From an optimization exercise on the open Yosys and OpenROAD flow, aimed at small area and a short achievable clock period; shortcuts taken in it are not production practice. No run shown here included a check of the RTL's function; only the layout flow was run. No activity file was given, so power comes from the tool's default toggle rates.

--- flow/design.v ---
package i2crts_pkg;
   localparam logic [1:0] FUNC_LOAD  = 2'd0;
   localparam logic [1:0] FUNC_WRITE = 2'd1;
   localparam logic [1:0] FUNC_READ  = 2'd2;
   localparam logic [1:0] FUNC_EVENT = 2'd3;
   localparam logic [2:0] ACT_NONE  = 3'd0;
   localparam logic [2:0] ACT_START = 3'd1;
   localparam logic [2:0] ACT_STOP  = 3'd2;
   localparam logic [2:0] ACT_SEND  = 3'd3;
   localparam logic [2:0] ACT_RECV  = 3'd4;
   localparam logic [2:0] ACT_ACK   = 3'd5;
   localparam logic [2:0] ACT_NACK  = 3'd6;
   localparam logic [1:0] ST_PENDING = 2'd0;
   localparam logic [1:0] ST_SUCCESS = 2'd1;
   localparam logic [1:0] ST_FAILED  = 2'd2;
endpackage
module i2crts_wbuf (
   input  logic       clock,
   input  logic       wr_en,
   input  logic [7:0] wr_addr,
   input  logic [7:0] wr_data,
   input  logic [7:0] rd_addr,
   output logic [7:0] rd_data
);
   logic [7:0] mem [0:254];
   logic       wp_q;
   logic [7:0] wa_q;
   logic [7:0] wd_q;
   always_ff @(posedge clock) begin
      wp_q <= wr_en;
      wa_q <= wr_addr;
      wd_q <= wr_data;
      if (wp_q) begin
         mem[wa_q] <= wd_q;
      end
   end
   assign rd_data = (wp_q && wa_q == rd_addr) ? wd_q : mem[rd_addr];
endmodule
module i2crts_ctrl (
   input  logic       clock,
   input  logic       reset,
   input  logic       req_valid,
   output logic       req_ready,
   input  logic [1:0] req_func,
   input  logic [6:0] req_slave_address,
   input  logic [7:0] req_register_address,
   input  logic [7:0] req_byte_count,
   input  logic       req_nack_seen,
   input  logic       req_bus_collision,
   input  logic [7:0] req_received_byte,
   output logic       rsp_valid,
   input  logic       rsp_ready,
   output logic       rsp_accepted,
   output logic [2:0] rsp_bus_action,
   output logic [7:0] rsp_tx_byte,
   output logic       rsp_rx_valid,
   output logic [7:0] rsp_rx_index,
   output logic [7:0] rsp_rx_data,
   output logic [1:0] rsp_transfer_status,
   output logic       wr_en,
   output logic [7:0] rd_addr,
   input  logic [7:0] rd_data
);
   localparam logic [3:0] PH_IDLE      = 4'd0;
   localparam logic [3:0] PH_SEND_ADDR = 4'd1;
   localparam logic [3:0] PH_SEND_REG  = 4'd2;
   localparam logic [3:0] PH_SEND_DATA = 4'd3;
   localparam logic [3:0] PH_RS_STOP   = 4'd4;
   localparam logic [3:0] PH_RS_START  = 4'd5;
   localparam logic [3:0] PH_READ_ADDR = 4'd6;
   localparam logic [3:0] PH_FIRST_RX  = 4'd7;
   localparam logic [3:0] PH_RX_BYTE   = 4'd8;
   localparam logic [3:0] PH_EN_RX     = 4'd9;
   localparam logic [3:0] PH_NACK_DONE = 4'd10;
   localparam logic [3:0] PH_FAIL_END  = 4'd11;
   localparam logic [3:0] PH_OK_END    = 4'd12;
   logic [3:0] ph_q;
   logic [1:0] st_q;
   logic [6:0] sa_q;
   logic [7:0] ra_q;
   logic [7:0] cnt_q;
   logic [7:0] pos_q;
   logic       rd_q;
   logic       vld_q;
   logic       acc_q;
   logic [2:0] act_q;
   logic [7:0] dat_q;
   logic       txs_q;
   logic       rxv_q;
   logic       accept;
   logic       lt, lt1;
   logic [8:0] pos_p1;
   assign req_ready = !vld_q || rsp_ready;
   assign accept    = req_valid && req_ready;
   assign pos_p1    = {1'b0, pos_q} + 9'd1;
   assign lt        = pos_q < cnt_q;
   assign lt1       = pos_p1 < {1'b0, cnt_q};
   assign rd_addr   = pos_q;
   assign wr_en     = accept && (req_func == i2crts_pkg::FUNC_LOAD);
   logic [3:0] ph_d;
   logic [1:0] st_d;
   logic [7:0] pos_d;
   logic       acc_d;
   logic [2:0] act_d;
   logic [7:0] dat_d;
   logic       txs_d;
   logic       rxv_d;
   logic       start_d;
   always_comb begin
      ph_d    = ph_q;
      st_d    = st_q;
      pos_d   = pos_q;
      acc_d   = 1'b0;
      act_d   = i2crts_pkg::ACT_NONE;
      txs_d   = 1'b0;
      rxv_d   = 1'b0;
      start_d = 1'b0;
      dat_d   = rd_data;
      unique case (ph_q)
         PH_SEND_ADDR: dat_d = {sa_q, 1'b0};
         PH_SEND_REG:  dat_d = ra_q;
         PH_READ_ADDR: dat_d = {sa_q, 1'b1};
         PH_RX_BYTE:   dat_d = req_received_byte;
         default:      dat_d = rd_data;
      endcase
      unique case (req_func)
         i2crts_pkg::FUNC_LOAD: begin
            acc_d = 1'b1;
         end
         i2crts_pkg::FUNC_WRITE, i2crts_pkg::FUNC_READ: begin
            if (ph_q == PH_IDLE) begin
               start_d = 1'b1;
               pos_d   = 8'd0;
               st_d    = i2crts_pkg::ST_PENDING;
               ph_d    = PH_SEND_ADDR;
               acc_d   = 1'b1;
               act_d   = i2crts_pkg::ACT_START;
            end
         end
         default: begin
            if (ph_q != PH_IDLE) begin
               acc_d = 1'b1;
               if (req_bus_collision) begin
                  act_d = i2crts_pkg::ACT_STOP;
                  ph_d  = PH_FAIL_END;
               end else begin
                  unique case (ph_q)
                     PH_SEND_ADDR: begin
                        act_d = i2crts_pkg::ACT_SEND;
                        txs_d = 1'b1;
                        ph_d  = PH_SEND_REG;
                     end
                     PH_SEND_REG: begin
                        if (req_nack_seen) begin
                           act_d = i2crts_pkg::ACT_STOP;
                           ph_d  = PH_FAIL_END;
                        end else begin
                           act_d = i2crts_pkg::ACT_SEND;
                           txs_d = 1'b1;
                           ph_d  = rd_q ? PH_RS_STOP : PH_SEND_DATA;
                        end
                     end
                     PH_SEND_DATA: begin
                        if (req_nack_seen) begin
                           act_d = i2crts_pkg::ACT_STOP;
                           ph_d  = PH_FAIL_END;
                        end else if (lt) begin
                           act_d = i2crts_pkg::ACT_SEND;
                           txs_d = 1'b1;
                           pos_d = pos_p1[7:0];
                        end else begin
                           act_d = i2crts_pkg::ACT_STOP;
                           ph_d  = PH_OK_END;
                        end
                     end
                     PH_RS_STOP: begin
                        act_d = i2crts_pkg::ACT_STOP;
                        ph_d  = PH_RS_START;
                     end
                     PH_RS_START: begin
                        act_d = i2crts_pkg::ACT_START;
                        ph_d  = PH_READ_ADDR;
                     end
                     PH_READ_ADDR: begin
                        act_d = i2crts_pkg::ACT_SEND;
                        txs_d = 1'b1;
                        ph_d  = PH_FIRST_RX;
                     end
                     PH_FIRST_RX: begin
                        if (req_nack_seen) begin
                           act_d = i2crts_pkg::ACT_STOP;
                           ph_d  = PH_FAIL_END;
                        end else begin
                           act_d = i2crts_pkg::ACT_RECV;
                           ph_d  = PH_RX_BYTE;
                        end
                     end
                     PH_RX_BYTE: begin
                        rxv_d = 1'b1;
                        if (lt1) begin
                           act_d = i2crts_pkg::ACT_ACK;
                           ph_d  = PH_EN_RX;
                        end else begin
                           act_d = i2crts_pkg::ACT_NACK;
                           ph_d  = PH_NACK_DONE;
                        end
                     end
                     PH_EN_RX: begin
                        act_d = i2crts_pkg::ACT_RECV;
                        ph_d  = PH_RX_BYTE;
                        pos_d = pos_p1[7:0];
                     end
                     PH_NACK_DONE: begin
                        act_d = i2crts_pkg::ACT_STOP;
                        ph_d  = PH_OK_END;
                     end
                     PH_OK_END: begin
                        st_d = i2crts_pkg::ST_SUCCESS;
                        ph_d = PH_IDLE;
                     end
                     default: begin
                        st_d = i2crts_pkg::ST_FAILED;
                        ph_d = PH_IDLE;
                     end
                  endcase
               end
            end
         end
      endcase
   end
   always_ff @(posedge clock) begin
      if (reset) begin
         ph_q  <= PH_IDLE;
         st_q  <= i2crts_pkg::ST_SUCCESS;
         vld_q <= 1'b0;
      end else begin
         if (accept) begin
            ph_q <= ph_d;
            st_q <= st_d;
         end
         vld_q <= accept || (vld_q && !rsp_ready);
      end
      if (accept) begin
         pos_q <= pos_d;
      end
      if (accept && start_d) begin
         sa_q  <= req_slave_address;
         ra_q  <= req_register_address;
         cnt_q <= req_byte_count;
         rd_q  <= req_func[1];
      end
      if (req_ready) begin
         acc_q <= acc_d;
         act_q <= act_d;
         dat_q <= dat_d;
         txs_q <= txs_d;
         rxv_q <= rxv_d;
      end
   end
   assign rsp_valid           = vld_q;
   assign rsp_accepted        = acc_q;
   assign rsp_bus_action      = act_q;
   assign rsp_tx_byte         = dat_q & {8{txs_q}};
   assign rsp_rx_valid        = rxv_q;
   assign rsp_rx_index        = pos_q & {8{rxv_q}};
   assign rsp_rx_data         = dat_q & {8{rxv_q}};
   assign rsp_transfer_status = st_q;
endmodule
module i2c_register_transfer_sequencer_top (
   input  logic       clock,
   input  logic       reset,
   input  logic       req_valid,
   output logic       req_ready,
   input  logic [1:0] req_func,
   input  logic [6:0] req_slave_address,
   input  logic [7:0] req_register_address,
   input  logic [7:0] req_byte_count,
   input  logic [7:0] req_buffer_index,
   input  logic [7:0] req_write_byte,
   input  logic       req_nack_seen,
   input  logic       req_bus_collision,
   input  logic [7:0] req_received_byte,
   output logic       rsp_valid,
   input  logic       rsp_ready,
   output logic       rsp_accepted,
   output logic [2:0] rsp_bus_action,
   output logic [7:0] rsp_tx_byte,
   output logic       rsp_rx_valid,
   output logic [7:0] rsp_rx_index,
   output logic [7:0] rsp_rx_data,
   output logic [1:0] rsp_transfer_status
);
   logic       wr_en;
   logic [7:0] rd_addr;
   logic [7:0] rd_data;
   i2crts_ctrl u_ctrl (
      .clock               (clock),
      .reset               (reset),
      .req_valid           (req_valid),
      .req_ready           (req_ready),
      .req_func            (req_func),
      .req_slave_address   (req_slave_address),
      .req_register_address(req_register_address),
      .req_byte_count      (req_byte_count),
      .req_nack_seen       (req_nack_seen),
      .req_bus_collision   (req_bus_collision),
      .req_received_byte   (req_received_byte),
      .rsp_valid           (rsp_valid),
      .rsp_ready           (rsp_ready),
      .rsp_accepted        (rsp_accepted),
      .rsp_bus_action      (rsp_bus_action),
      .rsp_tx_byte         (rsp_tx_byte),
      .rsp_rx_valid        (rsp_rx_valid),
      .rsp_rx_index        (rsp_rx_index),
      .rsp_rx_data         (rsp_rx_data),
      .rsp_transfer_status (rsp_transfer_status),
      .wr_en               (wr_en),
      .rd_addr             (rd_addr),
      .rd_data             (rd_data)
   );
   i2crts_wbuf u_wbuf (
      .clock  (clock),
      .wr_en  (wr_en),
      .wr_addr(req_buffer_index),
      .wr_data(req_write_byte),
      .rd_addr(rd_addr),
      .rd_data(rd_data)
   );
endmodule
--- flow/constraint.sdc ---
create_clock -name core_clock -period 7.5 [get_ports {clock}]
set_input_delay 1.5000 -clock core_clock [delete_from_list [all_inputs] [get_ports {clock}]]
set_output_delay 1.5000 -clock core_clock [all_outputs]
set_load 0.01 [all_outputs]
--- flow/config.mk ---
export PLATFORM = sky130hd
export DESIGN_NAME = i2c_register_transfer_sequencer_top
export DESIGN_NICKNAME = i2c_register_transfer_sequencer_top
export VERILOG_FILES = /design/flow/design.v
export SDC_FILE = /design/flow/constraint.sdc
export NUM_CORES = 4
export LEC_CHECK = 0
export CAP_MARGIN = 20
export CORE_MARGIN = 2
export CORE_UTILIZATION = 55
export PLACE_DENSITY = 0.65
export SLEW_MARGIN = 20
--- flow/run.sh ---
#!/bin/bash
# synth_recipe.tcl (not shown) runs the flow's synth.tcl, then flattens the netlist and writes it again
# the make line also repeats each setting of config.mk as NAME=value (left out here)
make -C /OpenROAD-flow-scripts/flow DESIGN_CONFIG=/design/flow/config.mk WORK_HOME=/design/flow/orfs CLKGATE_MAP_FILE= SYNTH_SCRIPT=/design/flow/synth_recipe.tcl finish
==> results of run 1 <==
[worst min-delay path, cell delays in order, from the launching register on]
cell and delay [ps]:
dfxtp_1 310, inv_1 50, o21ai_0 80
[cells by family after synthesis]
kind of cell,share of synthesized area (%)
AO/OA/AOI/OAI,2.65
flip-flops,75.7
adder cells (fa/ha/maj),0.332
multiplexers,15.4
XOR/XNOR,0.147
AND/OR/NAND/NOR,3.76
buffers and inverters,2.02
[metrics by stage]
step                      total power (µW)  area, µm²  hold WS [ps]  std cells
after CTS                            25700      92700           492       6445
after detailed placement             15900      86300           482       6067
after global routing                 26300      92700           533       6445
after global placement               15900      86200           476       6065
final                                25600      92700           492       6446
after floorplan                      15000      83600           485       4111
[report_power, final]
group,switching [µW],internal (µW),total (µW)
Sequential,179,13100,13200
Clock,4430,5530,9960
Combinational,1450,954,2410
[state kept, by name, summed over array words and instances, names as in the netlist, 2 cells and up, named ones only]
register and count:
u_ctrl.act_q 3, u_ctrl.ra_q 8, u_ctrl.st_q 2, u_wbuf.mem 2040, u_wbuf.wd_q 8, u_ctrl.sa_q 7, u_wbuf.wa_q 8, u_ctrl.pos_q 8
u_ctrl.cnt_q 8, u_ctrl.ph_q 4, u_ctrl.dat_q 8
[synthesized netlist by cell type, types with 4 or more instances]
library cell     n
mux4_1          15
o21ai_0         47
clkbuf_1       101
buf_12           9
a31oi_1         16
a22oi_1         35
nand4_1         19
inv_1           30
nor4_1           9
a21oi_1         66
o22ai_1         36
buf_8            7
o31ai_1          6
mux2i_1        118
a2111oi_0        9
a221oi_1        13
buf_4           30
mux4_2         498
or2_2            5
nor3_1          21
o211ai_1         5
or3_1            7
nor2_1         341
and2_1          37
o221ai_1        19
o311ai_0         5
buf_6           31
buf_2           55
nand2_1        168
a221o_1          5
nand3_1         58
buf_1           10
o21ai_1          5
mux2_2           4
nor2b_1         18
dfxtp_1         32
nand2b_1         9
ha_1            19
edfxtp_1      2086
a211oi_1        21
and3_1          14
xor2_1          11
[metal layers]
metal,track usage [%],share of wire [%],up-vias
met2,40.7,46,2381
met5,0,0,-
met3,6.48,11,329
met1,41.6,40,22300
li1,-,-,17200
met4,8.50,3.2,0
[final cells by class]
type                            instances  area (µm²)
Clock inverter                        112         962
Clock buffer                          266        5470
Sequential cell                      2118       63300
Antenna cell                            1        2.50
Inverter                               34         131
Fill cell                           10600       58700
Timing Repair Buffer                  170        1650
Multi-Input combinational cell       1715       18600
Tap cell                             2030        2540
[worst max-delay path by stage]
stage                   start                to  slack [ps]
2_1_floorplan  u_wbuf.wd_q[1]  u_wbuf.mem[0][1]        3260
3_3_place_gp      req_func[0]   u_ctrl.pos_q[5]        2780
3_5_place_dp      req_func[1]   u_ctrl.pos_q[6]        2670
4_1_cts             rsp_ready         req_ready        3020
5_1_grt              register   u_ctrl.dat_q[4]        2920
6_report             register   u_ctrl.dat_q[3]        2980
==> results.txt, run 1 <==
- Outcome: finished clean
- Syn nets: 4187
- Reg2Reg Depth: 8
- Dpl hpwl: 129000 µm
- Post-synth top area share: 75.0%
- Worst-path fanout max: 99
- Core Util, Final: 61.2%
- Gr usage total: 27.6%
- Clock skew: 63.1 ps
- Clk sinks: 2118
- VDD IR max: 0.000276 V
- Avg Cell Area, Syn: 20.3 µm²
- CP Buf/Inv Count: 1
- HP Class: register to register
- Setup TNS: 0 ps
- Power Density: 276 nW/µm²
- Initial drt markers: 6014
- Hold Startpoint: u_ctrl.st_q[0]
- Post-route ant nets: 0
- Core footprint: 151000 µm²
- Crit end category: register
- CTS Buffer Depth: 3
- PortBufs: 87
- GR Overflow Total: 0
- Final Slew Violations: 0
- FF+latch count, synth: 2118
- CTS-repair resized insts: 0
- Levels on crit path: 8
- Post-CTS setup buffer count: 0
- Tcrit/Tclk final: 60.3%
- Library cells used by synthesis: 77
- Mapped Cells: 4111
- Slew headroom: 24.4%
- Synth area leaders: edfxtp_1 75%, mux4_2 13%, nor2_1 1.5%
- DR vias: 42200
- Hold Path End: u_ctrl.st_q[0]
- Final wirelength: 213000 µm
- Required time worst endpoint: 8210 ps
- CTS H-tree depth: 4
- Worst Tran Pin Value: 1130 ps
- Die Wd: 394 µm
- RSZ-0062 raised after global routing: no
- DIE AREA: 155000 µm²
- Crit start category: register
- Layout cells sized above 1: 20.1%
- Row cnt: 143
- Worst-path cell chain: buf_12, nand2b_1, o221ai_1, a21oi_1, o31ai_1, o22ai_1, nor3_1, a221o_1
- FF-to-FF End: u_ctrl.dat_q[3]
- Ys flop type: edfxtp_1
- Crit-path max cell delay: 760 ps
- Layout Nets: 4324
- Critical path type: register to register
- Crit path arrival time: 5230 ps
- Clock latency on the worst-skew pair: 870 ps
- Slowest-stage cell, CP: nand2b_1
- Routed WL per cell: 33.0 µm
- Top Family by Delay on Critical Path: compound AO/OA/AOI/OAI gates
- Area grow syn2layout: 10.9%
- CTS root buffer: clkbuf_16
- Largest net degree at the start of global routing: 193
- Post-Synthesis Cell Area: 83600 µm²
- Synth warn: 2
- Sequential element share of the synthesized area: 75.7%
- Max Cap Violations: 0
- TritonCTS buffer count: 209
- Hold Buf Count CTS: 0
- Vias in the first global route: 41300
- Initial antenna violation count: 12
- Post-synth EDFFs: 2086
- Final WS setup: 2980 ps
- Tmin final: 4520 ps
- Final setup fails: 0
- Clk slew on worst S/H paths: 60 ps
- Top cell type by total area after synthesis: edfxtp_1
- Starting density of the core: 55.2%
- Hold Fails Final Rpt: 0
- First-pass GRT wire length: 305000 µm
- Hold Crit Depth: 2
- Reg2Reg Setup Slack: 2980 ps
- Final Wtd Congestion: 0.917
- Top-Level Pins: 88
- CTS tree: done
- Setup Slack @ Placement: 2670 ps
- Chip height: 394 µm
- Most frequent cells in the layout: 2086 x edfxtp_1, 498 x mux4_2, 338 x nor2_1
- Most common cell after layout, fill and taps aside: edfxtp_1
- P_leak: 0.0290 µW
- TritonRoute pass-1 iters: 6
- Top achievable clock speed: 221 MHz
- Residual DRC: 0
- Asr flop ratio synth: 0%
- Vias per inst: 6.55
==> run 2: changes to the inputs <==
--- a/flow/config.mk
+++ b/flow/config.mk
@@ -9,4 +9,5 @@
 export CORE_MARGIN = 2
 export CORE_UTILIZATION = 55
 export PLACE_DENSITY = 0.65
+export SETUP_SLACK_MARGIN = 3.5
 export SLEW_MARGIN = 20
==> results.txt, run 2 <==
- Post-Synth Simple-Gate Area: 3.76% (unchanged)
- Tmin final: 3940 ps (was 4520 ps)
- Required time worst endpoint: 6000 ps (was 8210 ps)
- Complex-gate fraction of the synthesized area: 2.65% (unchanged)
- Clock skew: 46.8 ps (was 63.1 ps)
- Area grow syn2layout: 11.2% (was 10.9%)
- Avg Cell Area, Syn: 20.3 µm² (unchanged)
- Asr flop ratio synth: 0% (unchanged)
- Top-Level Pins: 88 (unchanged)
- Reg2Reg Setup Slack: 3580 ps (was 2980 ps)
- Synth area leaders: edfxtp_1 75%, mux4_2 13%, nor2_1 1.5% (unchanged)
- Vias per inst: 6.55 (about the same)
- Xor and xnor area share after synthesis: 0.147% (unchanged)
- Worst Tran Pin Value: 1100 ps (was 1130 ps)
- Top-count cell post-synth: edfxtp_1 (unchanged)
- CTS Buffer Depth: 3 (unchanged)
- Largest register by flop count: u_wbuf.mem (unchanged)
- Final setup fails: 0 (unchanged)
- Largest net degree at the start of global routing: 139 (was 193)
- Starting density of the core: 55.2% (unchanged)
- Post-synth top area share: 75.0% (unchanged)
- CTS H-tree depth: 4 (unchanged)
- Main combinational cell family by area after synthesis: multiplexers (unchanged)
- Pwr Total: 25600 µW (about the same)
- Mux cell area share after synthesis: 15.4% (unchanged)
- Syn nets: 4187 (unchanged)
- Post-Synthesis Cell Area: 83600 µm² (unchanged)
- Power Density: 276 nW/µm² (about the same)
- Post-Synth Adder-Cell Area: 0.332% (unchanged)
- DIE AREA: 155000 µm² (unchanged)
- FF+latch count, synth: 2118 (unchanged)
- Mapped Cells: 4111 (unchanged)
- Max Cap Violations: 0 (unchanged)
- Residual DRC: 0 (unchanged)
- Crit path arrival time: 2440 ps (was 5230 ps)
- RSZ-0062 raised after global routing: no (unchanged)
- Clk sinks: 2118 (unchanged)
- Most common cell after layout, fill and taps aside: edfxtp_1 (unchanged)
- Gr usage total: 27.6% (about the same)
- TritonCTS buffer count: 208 (was 209)
- Initial antenna violation count: 7 (was 12)
- Most frequent cells in the layout: 2086 x edfxtp_1, 498 x mux4_2, 340 x nor2_1 (was 2086 x edfxtp_1, 498 x mux4_2, 338 x nor2_1)
- Crit end category: output port (was register)
- Top achievable clock speed: 254 MHz (was 221 MHz)
- Critical path type: input port to output port (was register to register)
- TritonRoute pass-1 iters: 6 (unchanged)
- Hold Buf Count CTS: 0 (unchanged)
- Max reg flops: 2040 (unchanged)
- P_leak: 0.0292 µW (was 0.0290 µW)
- HP Class: register to register (unchanged)
- Final hold slack: 489 ps (was 492 ps)
- Clk slew on worst S/H paths: 60 ps (about the same)
- Outcome: finished clean (unchanged)
- Hold Fails Final Rpt: 0 (unchanged)
- Final Slew Violations: 0 (unchanged)
- Ys flop type: edfxtp_1 (unchanged)
- CTS tree: done (unchanged)
- Routed WL per cell: 33.0 µm (about the same)
- Row cnt: 143 (unchanged)
- Post-synth EDFFs: 2086 (unchanged)
- Final WS setup: 3560 ps (was 2980 ps)
- GR Overflow Total: 0 (unchanged)
- FF-to-FF End: u_ctrl.dat_q[6] (was u_ctrl.dat_q[3])
- Post-synth top cells: 2086 x edfxtp_1, 498 x mux4_2, 341 x nor2_1 (unchanged)
- Hold Crit Depth: 2 (unchanged)
- Post-route ant nets: 0 (unchanged)
- Vias in the first global route: 41300 (about the same)
- PortBufs: 87 (unchanged)
- VDD IR max: 0.000256 V (was 0.000276 V)
- Hold Startpoint: u_ctrl.st_q[0] (unchanged)
- Crit start category: input port (was register)
- Final Wtd Congestion: 0.885 (was 0.917)
- Chip height: 394 µm (unchanged)
- Reg2Reg Depth: 8 (unchanged)
- Sequential element share of the synthesized area: 75.7% (unchanged)
- Die Wd: 394 µm (unchanged)
- Setup Slack @ Placement: 2710 ps (was 2670 ps)
- Core footprint: 151000 µm² (unchanged)
- Library cells used by synthesis: 77 (unchanged)
- Synth warn: 2 (unchanged)
- Setup TNS: 0 ps (unchanged)
- Clock latency on the worst-skew pair: 860 ps (was 870 ps)
- DR vias: 42300 (was 42200)
- Slew headroom: 26.3% (was 24.4%)
- Final wirelength: 213000 µm (about the same)
- Worst-path fanout max: 2 (was 99)
- CTS root buffer: clkbuf_16 (unchanged)
- Dpl hpwl: 128000 µm (was 129000 µm)
- First-pass GRT wire length: 305000 µm (about the same)
- Layout cells sized above 1: 20.5% (was 20.1%)
- Initial drt markers: 5480 (was 6014)
- Tcrit/Tclk final: 52.6% (was 60.3%)
- Top cell type by total area after synthesis: edfxtp_1 (unchanged)
- Hold Path End: u_ctrl.st_q[0] (unchanged)
- Layout Nets: 4334 (was 4324)
[run 2: changes by cell type in the layout (fill, tap and decap cells not counted), sizes merged, moves of 2 or more]
| cell | before | now |
|---|---|---|
| clkinv | 88 | 86 |
| clkinvlp | 6 | 2 |
| buf | 83 | 93 |
| diode | 1 | 4 |
[run 2: what timing repair did]
item                                    CTS  global route
endpoints found under the setup margin    9            16
cloned                                    1             0
resized for setup                        11             5
setup buffers                            10             0
[run 2: worst max path at each step]
stage                start         endpoint  slack [ps]
2_1_floorplan  req_func[0]  u_ctrl.pos_q[0]        3560
3_3_place_gp      register  u_ctrl.dat_q[0]        2710
3_5_place_dp   req_func[1]  u_ctrl.pos_q[1]        2710
4_1_cts          rsp_ready        req_ready        3510
5_1_grt        req_func[1]  u_ctrl.pos_q[1]        3520
6_report         rsp_ready        req_ready        3560
[run 2: layer usage]
metal | GRT usage (%) | vias to the layer above | share of wire, %
li1 | - | 17200 | -
met1 | 41.2 | 22400 | 41
met2 | 40.9 | 2279 | 46
met3 | 6.36 | 395 | 10
met4 | 8.83 | 6 | 3.3
met5 | 0 | - | 0.020
[run 2: where the power goes]
group | switching [µW] | internal, µW | leakage (µW) | total [µW]
combinational | 1470 | 978 | 0.00696 | 2450
clock | 4460 | 5530 | 0.00315 | 9980
sequential | 151 | 13100 | 0.0190 | 13200
[run 2: cell type report]
cell class,instances,area (µm²)
flip-flops and latches,2118,63300
fillers,10600,58400
multi-input cells,1715,18700
clock buffers,265,5440
well taps,2030,2540
repair buffers,181,1830
clock inverters,107,1020
inverters,34,136
diodes,4,10.0
[run 2: stage by stage]
stage | area [µm²] | cells | utilization [%]
3_5_place_dp | 86300 | 6067 | 57.0
5_1_grt | 92900 | 6450 | 61.4
6_report | 93000 | 6454 | 61.4
4_1_cts | 92900 | 6450 | 61.4
2_1_floorplan | 83600 | 4111 | -
3_3_place_gp | 86300 | 6066 | 57.0
[run 2: logic make-up after synthesis]
family,Yosys count
buf+inv,278
mux,635
simple gates,719
flops,2118
xor+xnor,14
fa+ha+maj,21
compound gates,326
[run 2: critical path: stages]
cell and delay, ps:
clkdlybuf4s50_1 400, nand2b_4 150, buf_12 120, dlygate4sd2_1 270
==> run 3: changes to the inputs <==
--- a/flow/config.mk
+++ b/flow/config.mk
@@ -9,5 +9,5 @@
 export CORE_MARGIN = 2
 export CORE_UTILIZATION = 55
 export PLACE_DENSITY = 0.65
-export SETUP_SLACK_MARGIN = 3.5
+export SETUP_SLACK_MARGIN = 3.9
 export SLEW_MARGIN = 20
==> results.txt, run 3 <==
- Outcome: finished clean (unchanged)
- Required time worst endpoint: 8220 ps (was 6000 ps)
- First-pass GRT wire length: 314000 µm (was 305000 µm)
- Vias in the first global route: 41700 (was 41300)
- Area of the multi-input gates: 18800 µm² (was 18700 µm²)
- Top achievable clock speed: 274 MHz (was 254 MHz)
- Slew headroom: 21.3% (was 26.3%)
- Routed WL per cell: 33.7 µm (was 33.0 µm)
- Avg Cell Area, Syn: 20.3 µm² (unchanged)
- Die Wd: 394 µm (unchanged)
- GR Overflow Total: 0 (unchanged)
- TritonCTS buffer count: 208 (unchanged)
- FF+latch count, synth: 2118 (unchanged)
- Chip height: 394 µm (unchanged)
- Tmin final: 3640 ps (was 3940 ps)
- Setup Slack @ Placement: 2890 ps (was 2710 ps)
- DIE AREA: 155000 µm² (unchanged)
- Hold Fails Final Rpt: 0 (unchanged)
- CTS H-tree depth: 4 (unchanged)
- Synth warn: 2 (unchanged)
- Clk sinks: 2118 (unchanged)
- Crit path arrival time: 4360 ps (was 2440 ps)
- Post-Synthesis Cell Area: 83600 µm² (unchanged)
- Power Density: 278 nW/µm² (was 276 nW/µm²)
- Final Wtd Congestion: 0.884 (was 0.885)
- Post-synth top area share: 75.0% (unchanged)
- Initial drt markers: 6073 (was 5480)
- DR vias: 42800 (was 42300)
- Sequential element share of the synthesized area: 75.7% (unchanged)
- Critical path type: register to register (was input port to output port)
- Ys flop type: edfxtp_1 (unchanged)
- Library cells used by synthesis: 77 (unchanged)
- Layout Nets: 4370 (was 4334)
- Post-route ant nets: 0 (unchanged)
- Hold Buf Count CTS: 0 (unchanged)
- Post-synth top cells: 2086 x edfxtp_1, 498 x mux4_2, 341 x nor2_1 (unchanged)
- Post-Synth Simple-Gate Area: 3.76% (unchanged)
- Xor and xnor area share after synthesis: 0.147% (unchanged)
- Final WS setup: 3860 ps (was 3560 ps)
- Area grow syn2layout: 12.4% (was 11.2%)
- Fill cells: 10500 (was 10600)
- Layout cells sized above 1: 22.3% (was 20.5%)
- Max Cap Violations: 0 (unchanged)
- Clk slew on worst S/H paths: 70 ps (was 60 ps)
- TritonRoute pass-1 iters: 6 (unchanged)
- Mux cell area share after synthesis: 15.4% (unchanged)
- Most frequent cells in the layout: 2086 x edfxtp_1, 498 x mux4_2, 334 x nor2_1 (was 2086 x edfxtp_1, 498 x mux4_2, 340 x nor2_1)
- Core footprint: 151000 µm² (unchanged)
- HP Class: register to register (unchanged)
- Most common cell after layout, fill and taps aside: edfxtp_1 (unchanged)
- Final wirelength: 219000 µm (was 213000 µm)
- Tcrit/Tclk final: 48.6% (was 52.6%)
- Top-count cell post-synth: edfxtp_1 (unchanged)
- Post-synth EDFFs: 2086 (unchanged)
- Row cnt: 143 (unchanged)
- VDD IR max: 0.000242 V (was 0.000256 V)
- Starting density of the core: 55.2% (unchanged)
- Mapped Cells: 4111 (unchanged)
- Max reg flops: 2040 (unchanged)
- P_leak: 0.0297 µW (was 0.0292 µW)
- Crit start category: register (was input port)
- Asr flop ratio synth: 0% (unchanged)
- Dpl hpwl: 130000 µm (was 128000 µm)
- Syn nets: 4187 (unchanged)
- Final instance area: 94000 µm² (was 93000 µm²)
- Vias per inst: 6.57 (was 6.55)
- Largest register by flop count: u_wbuf.mem (unchanged)
- Main combinational cell family by area after synthesis: multiplexers (unchanged)
- Largest net degree at the start of global routing: 221 (was 139)
- Initial antenna violation count: 4 (was 7)
- Final Slew Violations: 0 (unchanged)
- CTS Buffer Depth: 3 (unchanged)
- Residual DRC: 0 (unchanged)
- Setup TNS: 0 ps (unchanged)
- Worst-path fanout max: 28 (was 2)
- Worst Tran Pin Value: 1180 ps (was 1100 ps)
- Clock skew: 51.8 ps (was 46.8 ps)
- Gr usage total: 28.5% (was 27.6%)
- Crit end category: register (was output port)
- CTS tree: done (unchanged)
- PortBufs: 87 (unchanged)
- Final hold slack: 471 ps (was 489 ps)
- Complex-gate fraction of the synthesized area: 2.65% (unchanged)
- CTS root buffer: clkbuf_16 (unchanged)
- Post-Synth Adder-Cell Area: 0.332% (unchanged)
- Top-Level Pins: 88 (unchanged)
- Synth area leaders: edfxtp_1 75%, mux4_2 13%, nor2_1 1.5% (unchanged)
- Clock latency on the worst-skew pair: 870 ps (was 860 ps)
- Top cell type by total area after synthesis: edfxtp_1 (unchanged)
- Sequential cell area: 63300 µm² (about the same)
- DP Area: 86300 µm² (about the same)
- RSZ-0062 raised after global routing: yes (was no)
- Final setup fails: 0 (unchanged)
## run 3: cell counts after synthesis
Identical to the previous run, type by type.
## run 3: cells by family after synthesis
group | Yosys count
AND/OR/NAND/NOR | 719
adder cells (fa/ha/maj) | 21
XOR/XNOR | 14
AO/OA/AOI/OAI | 326
flip-flops | 2118
multiplexers | 635
buffers and inverters | 278
## run 3: what timing repair did
item / CTS / global route
pin swaps: 0 / 1
gates cloned: 5 / 0
setup endpoints to repair: 94 / 126
resized for setup: 52 / 24
buffers inserted: 31 / 5
## run 3: cell type report
cell class | count | share of cell area, %
multi-input cells | 1715 | 20.0
diodes | 2 | 0.00533
well taps | 2030 | 2.70
inverters | 34 | 0.152
clock inverters | 135 | 1.48
flip-flops and latches | 2118 | 67.4
clock buffers | 256 | 5.75
repair buffers | 217 | 2.52
## run 3: routing by layer
metal | up-vias | share of wire (%) | global-route usage, %
met1 | 22700 | 41 | 43.1
li1 | 17300 | - | -
met5 | - | 0.0050 | 0
met2 | 2427 | 46 | 42.3
met4 | 2 | 2.5 | 7.74
met3 | 345 | 11 | 6.53
## run 3: through the flow
step / util, % / instances / power [µW]
final: 62.1 / 6507 / 26200
after global routing: 62.1 / 6505 / 26900
after CTS: 62.0 / 6498 / 26200
after detailed placement: 57.0 / 6071 / 15900
after global placement: 57.0 / 6069 / 15800
after floorplan: - / 4111 / 15000
## run 3: worst paths after layout
| check | cells past startpoint | to | slack, ps | startpoint |
|---|---|---|---|---|
| max | 10 | u_ctrl.dat_q[3] | 3860 | register |
| min | 2 | u_ctrl.st_q[0] | 470 | u_ctrl.st_q[0] |
| max reg2reg | 10 | u_ctrl.dat_q[3] | 3860 | register |
| min reg2reg | 2 | u_ctrl.st_q[0] | 470 | u_ctrl.st_q[0] |
## run 3: critical path: stages (launching register included)
cell and delay [ps]:
dfxtp_2 320, buf_4 440, buf_6 440, nor2b_2 400
nand2_1 250, o22ai_1 260, a211oi_1 80, a22oi_1 510
nor2_1 80, nor3_1 470, a221o_1 220
## run 3: report_power, final
part           leakage (µW)  internal, µW  total, µW  switching, µW
logic               0.00735          1050       2590           1540
clock network       0.00332          5830      10400           4560
registers            0.0190         13100      13200            137
==> run 4: changes to the inputs <==
--- a/flow/design.v
+++ b/flow/design.v
@@ -15,26 +15,47 @@
    localparam logic [1:0] ST_FAILED  = 2'd2;
 endpackage
 module i2crts_wbuf (
-   input  logic       clock,
-   input  logic       wr_en,
-   input  logic [7:0] wr_addr,
-   input  logic [7:0] wr_data,
-   input  logic [7:0] rd_addr,
-   output logic [7:0] rd_data
+   input  logic        clock,
+   input  logic        wr_en,
+   input  logic [7:0]  wr_addr,
+   input  logic [7:0]  wr_data,
+   input  logic [7:0]  rd_addr,
+   input  logic        rd_en,
+   output logic [7:0]  rd_data
 );
-   logic [7:0] mem [0:254];
-   logic       wp_q;
-   logic [7:0] wa_q;
-   logic [7:0] wd_q;
+   logic [254:0][7:0] mem_q;
+   logic [15:0]       we_lo, we_hi;
+   logic [15:0]       sel_lo, sel_hi;
+   logic [15:0][7:0]  grp;
+   always_comb begin
+      for (int i = 0; i < 16; i++) begin
+         we_lo[i]  = (wr_addr[3:0] == 4'(i));
+         we_hi[i]  = wr_en && (wr_addr[7:4] == 4'(i));
+         sel_lo[i] = (rd_addr[3:0] == 4'(i));
+         sel_hi[i] = rd_en && (rd_addr[7:4] == 4'(i));
+      end
+   end
    always_ff @(posedge clock) begin
-      wp_q <= wr_en;
-      wa_q <= wr_addr;
-      wd_q <= wr_data;
-      if (wp_q) begin
-         mem[wa_q] <= wd_q;
+      for (int i = 0; i < 255; i++) begin
+         if (we_hi[i / 16] && we_lo[i % 16]) begin
+            mem_q[i] <= wr_data;
+         end
+      end
+   end
+   always_comb begin
+      for (int h = 0; h < 16; h++) begin
+         grp[h] = 8'd0;
+         for (int i = 0; i < 16; i++) begin
+            if (h * 16 + i < 255) begin
+               grp[h] = grp[h] | (mem_q[h * 16 + i] & {8{sel_lo[i]}});
+            end
+         end
+      end
+      rd_data = 8'd0;
+      for (int h = 0; h < 16; h++) begin
+         rd_data = rd_data | (grp[h] & {8{sel_hi[h]}});
       end
    end
-   assign rd_data = (wp_q && wa_q == rd_addr) ? wd_q : mem[rd_addr];
 endmodule
 module i2crts_ctrl (
    input  logic       clock,
@@ -59,6 +80,7 @@
    output logic [1:0] rsp_transfer_status,
    output logic       wr_en,
    output logic [7:0] rd_addr,
+   output logic       rd_en,
    input  logic [7:0] rd_data
 );
    localparam logic [3:0] PH_IDLE      = 4'd0;
@@ -96,6 +118,7 @@
    assign lt        = pos_q < cnt_q;
    assign lt1       = pos_p1 < {1'b0, cnt_q};
    assign rd_addr   = pos_q;
+   assign rd_en     = (ph_q == PH_SEND_DATA);
    assign wr_en     = accept && (req_func == i2crts_pkg::FUNC_LOAD);
    logic [3:0] ph_d;
    logic [1:0] st_d;
@@ -115,14 +138,11 @@
       txs_d   = 1'b0;
       rxv_d   = 1'b0;
       start_d = 1'b0;
-      dat_d   = rd_data;
-      unique case (ph_q)
-         PH_SEND_ADDR: dat_d = {sa_q, 1'b0};
-         PH_SEND_REG:  dat_d = ra_q;
-         PH_READ_ADDR: dat_d = {sa_q, 1'b1};
-         PH_RX_BYTE:   dat_d = req_received_byte;
-         default:      dat_d = rd_data;
-      endcase
+      dat_d = rd_data
+            | ({8{ph_q == PH_SEND_ADDR}} & {sa_q, 1'b0})
+            | ({8{ph_q == PH_SEND_REG}}  & ra_q)
+            | ({8{ph_q == PH_READ_ADDR}} & {sa_q, 1'b1})
+            | ({8{ph_q == PH_RX_BYTE}}   & req_received_byte);
       unique case (req_func)
          i2crts_pkg::FUNC_LOAD: begin
             acc_d = 1'b1;
@@ -292,6 +312,7 @@
 );
    logic       wr_en;
    logic [7:0] rd_addr;
+   logic       rd_en;
    logic [7:0] rd_data;
    i2crts_ctrl u_ctrl (
       .clock               (clock),
@@ -316,6 +337,7 @@
       .rsp_transfer_status (rsp_transfer_status),
       .wr_en               (wr_en),
       .rd_addr             (rd_addr),
+      .rd_en               (rd_en),
       .rd_data             (rd_data)
    );
    i2crts_wbuf u_wbuf (
@@ -324,6 +346,7 @@
       .wr_addr(req_buffer_index),
       .wr_data(req_write_byte),
       .rd_addr(rd_addr),
+      .rd_en  (rd_en),
       .rd_data(rd_data)
    );
 endmodule
--- a/flow/config.mk
+++ b/flow/config.mk
@@ -9,5 +9,5 @@
 export CORE_MARGIN = 2
 export CORE_UTILIZATION = 55
 export PLACE_DENSITY = 0.65
-export SETUP_SLACK_MARGIN = 3.9
+export SETUP_SLACK_MARGIN = 4.0
 export SLEW_MARGIN = 20
==> results.txt, run 4 <==
- Outcome: finished clean (unchanged)
- Layout cells sized above 1: 23.9% (was 22.3%)
- Synth area leaders: edfxtp_1 78%, a22oi_1 3.2%, a22o_1 2.0% (was edfxtp_1 75%, mux4_2 13%, nor2_1 1.5%)
- Vias per inst: 7.63 (was 6.57)
- Residual DRC: 0 (unchanged)
- DR vias: 54600 (was 42800)
- Clock skew: 37.3 ps (was 51.8 ps)
- Post-route ant nets: 0 (unchanged)
- FF-to-FF End: u_ctrl.dat_q[2] (was u_ctrl.dat_q[3])
- Top-count cell post-synth: edfxtp_1 (unchanged)
- Worst Tran Pin Value: 1220 ps (was 1180 ps)
- Gr usage total: 42.0% (was 28.5%)
- First-pass GRT wire length: 420000 µm (was 314000 µm)
- Hold Path End: u_ctrl.st_q[0] (unchanged)
- DIE AREA: 148000 µm² (was 155000 µm²)
- TritonCTS buffer count: 201 (was 208)
- Reg2Reg Depth: 13 (was 10)
- Initial drt markers: 12500 (was 6073)
- Fill cells: 9282 (was 10500)
- Power Density: 260 nW/µm² (was 278 nW/µm²)
- Tcrit/Tclk final: 54.5% (was 48.6%)
- Switch share: 23.2% (was 23.8%)
- Starting density of the core: 55.5% (was 55.2%)
- Final setup fails: 0 (unchanged)
- Clk network pwr share: 41.5% (was 39.7%)
- Top achievable clock speed: 245 MHz (was 274 MHz)
- Post-synth EDFFs: 2086 (unchanged)
- Clk slew on worst S/H paths: 70 ps (about the same)
- Ys flop type: edfxtp_1 (unchanged)
- Area of the multi-input gates: 18900 µm² (was 18800 µm²)
- Largest register by flop count: u_wbuf.mem_q (was u_wbuf.mem)
- Post-Synthesis Cell Area: 79900 µm² (was 83600 µm²)
- PortBufs: 87 (unchanged)
- Most frequent cells in the layout: 2086 x edfxtp_1, 329 x a22oi_1, 242 x buf_4 (was 2086 x edfxtp_1, 498 x mux4_2, 334 x nor2_1)
- Die Wd: 385 µm (was 394 µm)
- VDD IR max: 0.000234 V (was 0.000242 V)
- Syn nets: 4770 (was 4187)
- Core footprint: 144000 µm² (was 151000 µm²)
- Reg2reg start: u_ctrl.pos_q[0]
- CTS root buffer: clkbuf_16 (unchanged)
- Non-Filler Instances: 7148 (was 6507)
- Largest net degree at the start of global routing: 175 (was 221)
- Synth warn: 2 (unchanged)
- Crit start category: register (unchanged)
- Final Wtd Congestion: 1.02 (was 0.884)
- Clock latency on the worst-skew pair: 880 ps (was 870 ps)
- Mapped Cells: 4691 (was 4111)
- Hold Crit Depth: 1 (was 2)
- P_leak: 0.0303 µW (was 0.0297 µW)
- Slew headroom: 18.8% (was 21.3%)
- Tmin final: 4090 ps (was 3640 ps)
- Post-synth top area share: 78.4% (was 75.0%)
- Library cells used by synthesis: 84 (was 77)
- Initial antenna violation count: 19 (was 4)
- CTS H-tree depth: 4 (unchanged)
- Asr flop ratio synth: 0% (unchanged)
- HP Class: register to register (unchanged)
- Hold Fails Final Rpt: 0 (unchanged)
- Post-synth top cells: 2086 x edfxtp_1, 339 x nor2_1, 338 x a22oi_1 (was 2086 x edfxtp_1, 498 x mux4_2, 341 x nor2_1)
- Hold Startpoint: u_ctrl.st_q[0] (unchanged)
- Max Cap Violations: 0 (unchanged)
- Area grow syn2layout: 20.8% (was 12.4%)
- Crit path arrival time: 4670 ps (was 4360 ps)
- Top-Level Pins: 88 (unchanged)
- Max reg flops: 2040 (unchanged)
- Worst-path fanout max: 13 (was 28)
- Critical path type: register to register (unchanged)
- Chip height: 385 µm (was 394 µm)
- FF+latch count, synth: 2093 (was 2118)
- Final wirelength: 317000 µm (was 219000 µm)
- Clk sinks: 2093 (was 2118)
- Routed WL per cell: 44.4 µm (was 33.7 µm)
- Final hold slack: 561 ps (was 471 ps)
- Gate power share: 6.9% (was 9.9%)
- Reg2Reg Setup Slack: 3410 ps (was 3860 ps)
- Most common cell after layout, fill and taps aside: edfxtp_1 (unchanged)
- GR Overflow Total: 0 (unchanged)
- Dpl hpwl: 175000 µm (was 130000 µm)
- Top cell type by total area after synthesis: edfxtp_1 (unchanged)
- Row cnt: 139 (was 143)
- Hold Buf Count CTS: 0 (unchanged)
- Required time worst endpoint: 8090 ps (was 8220 ps)
- Layout Nets: 5144 (was 4370)
- Setup TNS: 0 ps (unchanged)
- Avg Cell Area, Syn: 17.0 µm² (was 20.3 µm²)
- TritonRoute pass-1 iters: 22 (was 6)
- RSZ-0062 raised after global routing: yes (unchanged)
- CTS Buffer Depth: 3 (unchanged)
- Sequential fraction of design power: 51.6% (was 50.4%)
- Vias in the first global route: 50200 (was 41700)
- Sw power: 5810 µW (was 6240 µW)
- Number of cells after detailed placement: 6505 (was 6071)
- Sequential cell area: 62800 µm² (was 63300 µm²)
- Final Slew Violations: 0 (unchanged)
- Pint: 19300 µW (was 19900 µW)
- Sequential element share of the synthesized area: 78.6% (was 75.7%)
- Crit end category: register (unchanged)
- CTS tree: done (unchanged)
==> run 4: cell count changes after synthesis, moves of 65 or more <==
cell	delta
o21ai_0	+65
a222oi_1	+114
mux4_2	-493
a22oi_1	+303
a221oi_1	+124
a22o_1	+177
==> run 4: layout make-up <==
type | instances | area share [%]
antenna | 14 | 0.0363
clock buffer | 234 | 5.43
clock inverter | 135 | 1.50
inverter | 23 | 0.0973
multi-input combinational | 2265 | 19.6
sequential | 2093 | 65.1
tap | 1903 | 2.47
timing repair buffer | 481 | 5.81
==> run 4: worst max path at each step <==
stage,startpoint,endpoint,cells after the start
6_report,u_ctrl.pos_q[0],u_ctrl.dat_q[2],13
5_1_grt,u_ctrl.pos_q[0],u_ctrl.dat_q[2],13
4_1_cts,u_ctrl.pos_q[0],u_ctrl.dat_q[2],13
3_5_place_dp,rsp_ready,u_wbuf.mem_q[1827],6
3_3_place_gp,rsp_ready,u_wbuf.mem_q[1776],7
2_1_floorplan,rsp_ready,u_wbuf.mem_q[1688],6
==> run 4: timing repair <==
action / CTS / global route
endpoints found under the setup margin: 2086 / 1992
gates resized for setup: 700 / 218
setup buffers: 149 / 76
cloned: 30 / 5
pin swaps: 91 / 84
==> run 4: cells by family (layout without fill, tap and decap cells) <==
| logic type | after synthesis | count (layout) | synth area share [%] |
|---|---|---|---|
| mux | 142 | 142 | 1.90 |
| buf+inv | 344 | 873 | 2.02 |
| simple gates | 830 | 841 | 4.87 |
| other cells | 0 | 14 | 0 |
| compound gates | 1252 | 1252 | 12.2 |
| fa+ha+maj | 24 | 24 | 0.395 |
| xor+xnor | 6 | 6 | 0.0658 |
| flops | 2093 | 2093 | 78.6 |
==> run 4: power groups by stage <==
stage | clock [µW] | sequential (µW) | combinational [µW]
4_1_cts | 10400 | 12900 | 1560
5_1_grt | 10800 | 12900 | 1710
2_1_floorplan | 0 | 13200 | 555
3_5_place_dp | 0 | 13200 | 1320
3_3_place_gp | 0 | 13200 | 1320
6_report | 10400 | 12900 | 1730
==> run 4: layer usage <==
layer / part of all wire, % / vias to the layer above / track usage (%)
met2: 41 / 6294 / 57.0
li1: - / 20200 / -
met3: 18 / 1451 / 19.0
met4: 8.7 / 28 / 28.8
met5: 0.17 / - / 1.07
met1: 32 / 26600 / 53.7
==> run 4: per-stage QoR <==
| step | utilization, % | setup slack [ps] | instance area, µm² | total power, µW |
|---|---|---|---|---|
| 2_1_floorplan | - | 3860 | 79900 | 13700 |
| 3_3_place_gp | 57.8 | 1710 | 83200 | 14500 |
| 3_5_place_dp | 57.8 | 1980 | 83200 | 14500 |
| 4_1_cts | 65.7 | 3750 | 94500 | 24900 |
| 5_1_grt | 67.1 | 3550 | 96500 | 25500 |
| 6_report | 67.1 | 3410 | 96500 | 25100 |
==> run 4: critical path, stage by stage, from the launching register on <==
cell and delay [ps]:
edfxtp_1 450, inv_2 100, ha_4 240, buf_12 150, nor3b_4 150, buf_12 150
buf_4 150, buf_4 150, buf_8 150, a222oi_1 560, a31oi_2 370, a2111oi_2 420
nand4_1 150, or4_4 580
==> run 5: changes to the inputs <==
--- a/flow/config.mk
+++ b/flow/config.mk
@@ -8,6 +8,8 @@
 export CAP_MARGIN = 20
 export CORE_MARGIN = 2
 export CORE_UTILIZATION = 55
+export CTS_CLUSTER_DIAMETER = 80
+export CTS_CLUSTER_SIZE = 30
 export PLACE_DENSITY = 0.65
 export SETUP_SLACK_MARGIN = 4.0
 export SLEW_MARGIN = 20
==> results.txt, run 5 <==
- Outcome: finished clean (unchanged)
- Area of the multi-input gates: 18700 µm² (was 18900 µm²)
- Hold Fails Final Rpt: 0 (unchanged)
- CTS root buffer: clkbuf_16 (unchanged)
- Max Cap Violations: 0 (unchanged)
- Final hold slack: 556 ps (was 561 ps)
- Clk slew on worst S/H paths: 120 ps (was 70 ps)
- Fill cells: 9740 (was 9282)
- Final Slew Violations: 0 (unchanged)
- Met2 Use GR: 57.4% (was 57.0%)
- Worst-path fanout max: 13 (unchanged)
- Tcrit/Tclk final: 55.7% (was 54.5%)
- TritonCTS buffer count: 93 (was 201)
- Most common cell after layout, fill and taps aside: edfxtp_1 (unchanged)
- Initial antenna violation count: 19 (unchanged)
- Starting density of the core: 55.5% (unchanged)
- Final wirelength: 314000 µm (was 317000 µm)
- Clock skew: 46.4 ps (was 37.3 ps)
- Syn nets: 4770 (unchanged)
- Asr flop ratio synth: 0% (unchanged)
- Worst-path cell chain: buf_6, inv_4, ha_4, buf_12, nor3b_4, buf_4, buf_4, a22oi_1, a21oi_1, a211oi_2, o2111ai_2, or3_1 (was inv_2, ha_4, buf_12, nor3b_4, buf_12, buf_4, buf_4, buf_8, a222oi_1, a31oi_2, a2111oi_2, nand4_1, or4_4)
- GRT busiest layer: met2 (unchanged)
- Gate power share: 8.3% (was 6.9%)
- Power Density: 226 nW/µm² (was 260 nW/µm²)
- GR Overflow Total: 0 (unchanged)
- Initial drt markers: 12800 (was 12500)
- Crit path top cell by count: buf_4
- Avg Cell Area, Syn: 17.0 µm² (unchanged)
- Synth area leaders: edfxtp_1 78%, a22oi_1 3.2%, a22o_1 2.0% (unchanged)
- HP Class: register to register (unchanged)
- Sequential fraction of design power: 61.6% (was 51.6%)
- Post-Synthesis Cell Area: 79900 µm² (unchanged)
- Row cnt: 139 (unchanged)
- Worst Tran Pin Value: 1170 ps (was 1220 ps)
- First-pass GRT wire length: 418000 µm (was 420000 µm)
- Top-count cell post-synth: edfxtp_1 (unchanged)
- CTS Buffer Depth: 3 (unchanged)
- Library cells used by synthesis: 84 (unchanged)
- Ys flop type: edfxtp_1 (unchanged)
- Gr usage total: 41.8% (was 42.0%)
- Layout Nets: 5046 (was 5144)
- Vias per inst: 7.73 (was 7.63)
- Met1 Resource Use GR: 54.8% (was 53.7%)
- Setup Slack @ Placement: 1980 ps (unchanged)
- Top cell type by total area after synthesis: edfxtp_1 (unchanged)
- Area grow syn2layout: 16.0% (was 20.8%)
- RSZ-0062 raised after global routing: yes (unchanged)
- Critical path type: register to register (unchanged)
- Clock latency on the worst-skew pair: 780 ps (was 880 ps)
- Crit-path max cell delay: 950 ps (was 580 ps)
- Switch share: 24.2% (was 23.2%)
- Die Wd: 385 µm (unchanged)
- Routed WL per cell: 45.3 µm (was 44.4 µm)
- Residual DRC: 0 (unchanged)
- Slowest-stage cell, CP: nor3b_4 (was or4_4)
- Sw power: 5080 µW (was 5810 µW)
- CP Buf/Inv Count: 5 (was 6)
- Post-synth top area share: 78.4% (unchanged)
- Hold Buf Count CTS: 0 (unchanged)
- Setup TNS: 0 ps (unchanged)
- Pint: 15900 µW (was 19300 µW)
- DR vias: 53600 (was 54600)
- Post-synth top cells: 2086 x edfxtp_1, 339 x nor2_1, 338 x a22oi_1 (unchanged)
- DP Area: 83200 µm² (unchanged)
- Mapped Cells: 4691 (unchanged)
- Core footprint: 144000 µm² (unchanged)
- Most frequent cells in the layout: 2086 x edfxtp_1, 332 x a22oi_1, 265 x buf_4 (was 2086 x edfxtp_1, 329 x a22oi_1, 242 x buf_4)
- CTS H-tree depth: 3 (was 4)
- CTS tree: done (unchanged)
- VDD IR max: 0.000169 V (was 0.000234 V)
- Post-synth EDFFs: 2086 (unchanged)
- Final instance area: 92700 µm² (was 96500 µm²)
- Top achievable clock speed: 239 MHz (was 245 MHz)
- Final setup fails: 0 (unchanged)
- Top-Level Pins: 88 (unchanged)
- Crit end category: register (unchanged)
- Tmin final: 4180 ps (was 4090 ps)
- Slew headroom: 22.0% (was 18.8%)
- Crit start category: register (unchanged)
- Sequential cell area: 62800 µm² (unchanged)
- Top Family by Delay on Critical Path: compound AO/OA/AOI/OAI gates (unchanged)
- Crit path arrival time: 4810 ps (was 4670 ps)
- FF+latch count, synth: 2093 (unchanged)
- Largest register by flop count: u_wbuf.mem_q (unchanged)
- Clk network pwr share: 30.1% (was 41.5%)
- PortBufs: 87 (unchanged)
- Chip height: 385 µm (unchanged)
- Sequential element share of the synthesized area: 78.6% (unchanged)
- P_leak: 0.0286 µW (was 0.0303 µW)
- Largest net degree at the start of global routing: 175 (unchanged)
- Met3 Use GR: 17.0% (was 19.0%)
- Post-route ant nets: 0 (unchanged)
- Clk sinks: 2093 (unchanged)
- TritonRoute pass-1 iters: 14 (was 22)
- Layout cells sized above 1: 21.7% (was 23.9%)
- DIE AREA: 148000 µm² (unchanged)
- Max reg flops: 2040 (unchanged)
- Synth warn: 2 (unchanged)
- Final Wtd Congestion: 1.02 (unchanged)
- Dpl hpwl: 175000 µm (unchanged)
- Final WS setup: 3320 ps (was 3410 ps)
- Vias in the first global route: 49200 (was 50200)
- Required time worst endpoint: 8140 ps (was 8090 ps)
run 5: cell count changes in the layout (fill, tap and decap cells not counted), sizes merged, moves of 3 or more:
cell           delta
buf               +3
bufbuf            +8
bufinv           -24
clkbuf          -139
clkdlybuf4s50    +12
clkinv           -64
clkinvlp         -15
diode             +5
dlygate4sd2      -16
dlymetal6s2s      +5
inv              +13
run 5: final cells by class:
cell class | instances | area share, %
Antenna cell | 19 | 0.0513
Tap cell | 1903 | 2.57
Sequential cell | 2093 | 67.7
Timing Repair Buffer | 491 | 6.18
Clock buffer | 98 | 2.58
Clock inverter | 45 | 0.604
Inverter | 23 | 0.101
Multi-Input combinational cell | 2265 | 20.2
run 5: final timing paths:
check | from | endpoint | slack [ps] | cells after the start
max reg2reg | u_ctrl.pos_q[0] | u_ctrl.dat_q[5] | 3320 | 12
min reg2reg | u_ctrl.st_q[0] | u_ctrl.st_q[0] | 560 | 1
max | u_ctrl.pos_q[0] | u_ctrl.dat_q[5] | 3320 | 12
min | u_ctrl.st_q[0] | u_ctrl.st_q[0] | 560 | 1
run 5: power groups by stage:
stage	logic, µW	clock network, µW	registers (µW)
2_1_floorplan	555	0	13200
3_3_place_gp	1320	0	13200
3_5_place_dp	1320	0	13200
4_1_cts	1600	6230	12900
5_1_grt	1720	6610	12900
6_report	1740	6300	12900
run 5: worst reg2reg max path: cells and delay by family (launching register included):
| kind | cells | cell delay (ps) |
|---|---|---|
| AND/OR/NAND/NOR | 2 | 1100 |
| flip-flops | 1 | 480 |
| buffers and inverters | 5 | 960 |
| adder cells (fa/ha/maj) | 1 | 350 |
| AO/OA/AOI/OAI | 4 | 1160 |
run 5: layer usage:
metal	wire length [µm]	part of all wire (%)
met5	409	0.13
met4	26300	8.4
met3	57200	18
met2	128000	41
met1	102000	32
run 5: what timing repair did:
item / in CTS / in global routing
buffers inserted: 188 / 44
pin swaps: 107 / 45
gates cloned: 35 / 3
hold endpoints to repair: 0 / 0
gates resized for setup: 757 / 76
endpoints found under the setup margin: 2080 / 1799
run 5: cells by family (layout without fill, tap and decap cells):
| group | after synthesis | count (layout) | synth area share (%) |
|---|---|---|---|
| xor gates and xnor gates | 6 | 6 | 0.0658 |
| other | 0 | 19 | 0 |
| AOI/OAI and AO/OA | 1252 | 1252 | 12.2 |
| DFF | 2093 | 2093 | 78.6 |
| muxes | 142 | 142 | 1.90 |
| adders and majority gates | 24 | 24 | 0.395 |
| buffers and inverters | 344 | 657 | 2.02 |
| and+or+nand+nor | 830 | 841 | 4.87 |
run 5: per-stage QoR:
stage,power [µW],std cells,util [%]
after CTS,20700,6871,63.8
after global placement,14500,6505,57.8
final,21000,6937,64.4
after detailed placement,14500,6505,57.8
after floorplan,13700,4691,-
after global routing,21200,6923,64.4

## separate check: timing with driven ports
No port has a modelled driver above. Below, the same layouts with a new extraction and two added sets of constraints. Step 1 (the two cells are an assumption about what drives the block):
set clk [get_ports {clock}]
set_driving_cell -lib_cell sky130_fd_sc_hd__clkbuf_16 $clk
set_driving_cell -lib_cell sky130_fd_sc_hd__buf_2 [delete_from_list [all_inputs] $clk]
Step 2 moves the port delays by t, midway between the first and last clock arrival at a register: inputs arrive t later, outputs are due t later. That takes back most of the time a late clock gives input paths. Three values: ideal, step 1, step 2; two values: the first two.
| run | t (ns) | slack for setup (ns) | worst hold slack (ns) | worst register clock-pin slew, ns | pins driven straight from the clock port |
|---|---|---|---|---|---|
| run 1 | 0.924 | 2.981 / 2.981 / 2.637 | 0.492 / 0.492 / 0.492 | 0.07 / 0.07 | 1 |
| run 2 | 0.929 | 3.558 / 3.533 / 2.839 | 0.489 / 0.489 / 0.489 | 0.07 / 0.07 | 1 |
| run 3 | 0.927 | 3.855 / 3.819 / 3.237 | 0.471 / 0.471 / 0.471 | 0.07 / 0.07 | 1 |
| run 4 | 0.942 | 3.415 / 3.415 / 2.959 | 0.561 / 0.561 / 0.561 | 0.07 / 0.07 | 1 |
| run 5 | 0.838 | 3.322 / 3.322 / 3.224 | 0.556 / 0.556 / 0.556 | 0.12 / 0.12 | 1 |
After both steps setup and hold are still met in every run listed. For run 2, which loses most, drivers alone change the setup slack by -0.025 ns; drivers and shift together by -0.719 ns.
